What follows belongs to an exercise in optimizing a design on an open flow for small area, a short achievable clock period and few clock cycles; a production flow would make more cautious choices. At most, simulation tests tie the RTL to the original design; equivalence was not proved. Power and IR drop assume default switching activity.

## equity_top
module equity_top
(
	input  logic               clock,
	input  logic               rst_n,
	input  logic               awvalid,
	output logic               awready,
	input  logic [5-1:0] awaddr,
	input  logic               wvalid,
	output logic               wready,
	input  logic [32-1:0] wdata,
	output logic               bvalid,
	input  logic               bready,
	output logic [1:0]         bresp,
	input  logic               arvalid,
	output logic               arready,
	input  logic [5-1:0] araddr,
	output logic               rvalid,
	input  logic               rready,
	output logic [32-1:0] rdata,
	output logic [1:0]         rresp
);
clock: 12.5 ns
lec_check: 0
cap_margin: 20
core_margin: 2
core_utilization: 30
slew_margin: 20
standard.sh (not shown) runs the stock make flow with config.mk's settings and CLKGATE_MAP_FILE= SYNTH_SCRIPT=/design/flow/synth_recipe.tcl, a recipe that flattens the netlist after the stock synthesis.
==> flow/flow/run.sh <==
#!/bin/bash
# Standard layout, with timing repair aimed well below the clock period
cp standard.sh standard_sh_copy.log
export SETUP_SLACK_MARGIN=8.5
bash standard.sh > standard.log 2>&1
Testbench counts at the start, summed over its fixed seeds: cycles 6,144.
Rerun with:
==> flow/flow/run.sh (replaced) <==
#!/bin/bash
# Standard layout, with timing repair aimed well below the clock period
cp standard.sh standard_sh_copy.log
export SETUP_SLACK_MARGIN=9.0
bash standard.sh > standard.log 2>&1
CORE_UTILIZATION = 55   (was 30)
Wire length goes up by 0.39%.
Worst hold slack is worse by 0.0035 ns.
Global-route usage goes up by 18 points.
Non-clock buffer count goes up by 37.
Register-to-register slack is better by 0.32 ns.
Die area goes down by 45%.
Power goes down by 0.87%.
Design area hardly moves.
Worst setup slack is better by 0.20 ns.
Core utilization goes up by 28 points.
Synthesized cell count stays the same.
Rerun with:
ABC_AREA = 1   (was default)
CORE_UTILIZATION = 30   (was 55)
After rerunning: The changed run produced a clean layout; utilization came out lower by 28 points; clock-buffer cell count does not change; final area went down by 1.3%; total power fell by 0.88%; sequential power hardly moves; first-iteration DRC count grows by 6.6%; final cell count went up by 29%; non-clock buffer count goes down by 48.


Another version of the RTL of equity_top (not shown whole).
For scale: roughly 4,900 cells after synthesis, ~460 flip-flops, about 90 I/O pins, ~33,000 µm² of cells after synthesis.
Settings: LEC_CHECK=0, ABC_AREA=1, CAP_MARGIN=20, CORE_MARGIN=2, CORE_UTILIZATION=45, PLACE_DENSITY=0.75, SLEW_MARGIN=20; clock period 12.5 ns.
==> flow/flow/run.sh <==
#!/bin/bash
# Standard layout, with timing repair aimed well below the clock period
cp standard.sh standard_sh_copy.log
export SETUP_SLACK_MARGIN=8.8
bash standard.sh > standard.log 2>&1
Then changed:
- PLACE_DENSITY: 0.75 -> not set
Outcome: Sequential share of layout area stays flat. Total power rises slightly. Cell count is about the same. Routed wire length rises slightly. Register-to-register slack is better by 0.08 ns. Setup slack is worse by 0.021 ns. Design area barely changes.
No run of this note included a check of the RTL's function; only the layout flow was run.


Setup of red:
equity_top, a different RTL version from the one above (not shown whole).
Size in the first run: roughly 4,900 cells after synthesis, ~90 I/O pins, about 0.032 mm² of cells after synthesis.
clock: 12.5 ns
lec_check: 0
abc_area: 1
cap_margin: 20
core_margin: 2
core_utilization: 45
slew_margin: 20
==> flow/flow/run.sh <==
#!/bin/bash
# Standard layout, with timing repair aimed well below the clock period
cp standard.sh standard_sh_copy.log
export SETUP_SLACK_MARGIN=8.7
bash standard.sh > standard.log 2>&1
red closes out successfully: all stages finished, all timing, DRC and antenna checks passed.
Testbench counts of red, summed over its fixed seeds: cycles 5,952.
> inputs changed (red -> blue)
Settings: putting CTS_CLUSTER_DIAMETER at 80 where nothing was set; putting CTS_CLUSTER_SIZE at 30 where nothing was set.
--- a/flow/flow/run.sh
+++ b/flow/flow/run.sh
@@ -3,3 +3,3 @@
 cp standard.sh standard_sh_copy.log
-export SETUP_SLACK_MARGIN=8.7
+export SETUP_SLACK_MARGIN=8.8
 bash standard.sh > standard.log 2>&1
Results
Looking at worst slew slack as a fraction of its limit, blue sits 4.5 points above red. The switching power as a share of total power reported for blue is greater than that of red by 3.6 points. Re number of buffers added for setup after CTS: blue is 3 up on red. Via count down 340 in blue wrt red. Comparing blue and red, post-route total power is higher on red. Core util | blue vs red | blue lower.
## Diff of input files: green against blue
Settings: removing CTS_CLUSTER_SIZE (formerly 30); removing CTS_CLUSTER_DIAMETER (formerly 80).
## What came out
[green] number of global-route vias before repair rose 203 relative to blue
green has ratio of final minimum period to clock period below what blue had.
| sequential power share | green vs blue | 6.9 points lower |
green reports a higher slew at the pin closest to its max-slew limit than blue does.
Total power: green above blue
| via count of the routed design | blue vs green | ≈ equal |
Storage element area across green and blue: no real change.

## static timing again, ports no longer ideal
How much do the figures lean on ideal ports? The routed layouts below were timed once more, with nothing changed but the port constraints. Step 1 (the two cells are an assumption about what drives the block):
set clk [get_ports {clock}]
set_driving_cell -lib_cell sky130_fd_sc_hd__clkbuf_16 $clk
set_driving_cell -lib_cell sky130_fd_sc_hd__buf_2 [delete_from_list [all_inputs] $clk]
Step 2 adds t to the input delays and takes it off the output delays; t is the mean of the earliest and latest rising clock arrival at the registers after step 1. Input paths then give back, and output paths get back, about the clock's delay inside the block. Slacks: no drivers / after step 1 / after step 2; pairs: no drivers / after step 1.
run	t, ns	setup WS [ns]	worst setup path at the end	worst slew at a driven data input, ns	cell pins on the clock port's net
the first run of note 1	0.702	8.549 / 8.479 / 7.959	input to register	0.07	1
the second run of note 1	0.700	8.751 / 8.679 / 8.290	input to register	0.05	1
the third run of note 1	0.709	8.721 / 8.656 / 8.370	input to register	0.07	1
the first run of note 2	0.677	8.697 / 8.631 / 8.184	input to register	0.04	1
the second run of note 2	0.675	8.675 / 8.607 / 8.201	input to register	0.06	1
red	0.684	8.730 / 8.661 / 8.238	input to register	0.06	1
blue	0.715	8.725 / 8.654 / 8.252	input to register	0.06	1
green	0.680	8.767 / 8.697 / 8.234	input to register	0.06	1
After both steps every run listed still meets setup and hold. The setup slack of the first run of note 1, which loses most, moves by -0.070 ns with the drivers and by -0.590 ns with both steps.
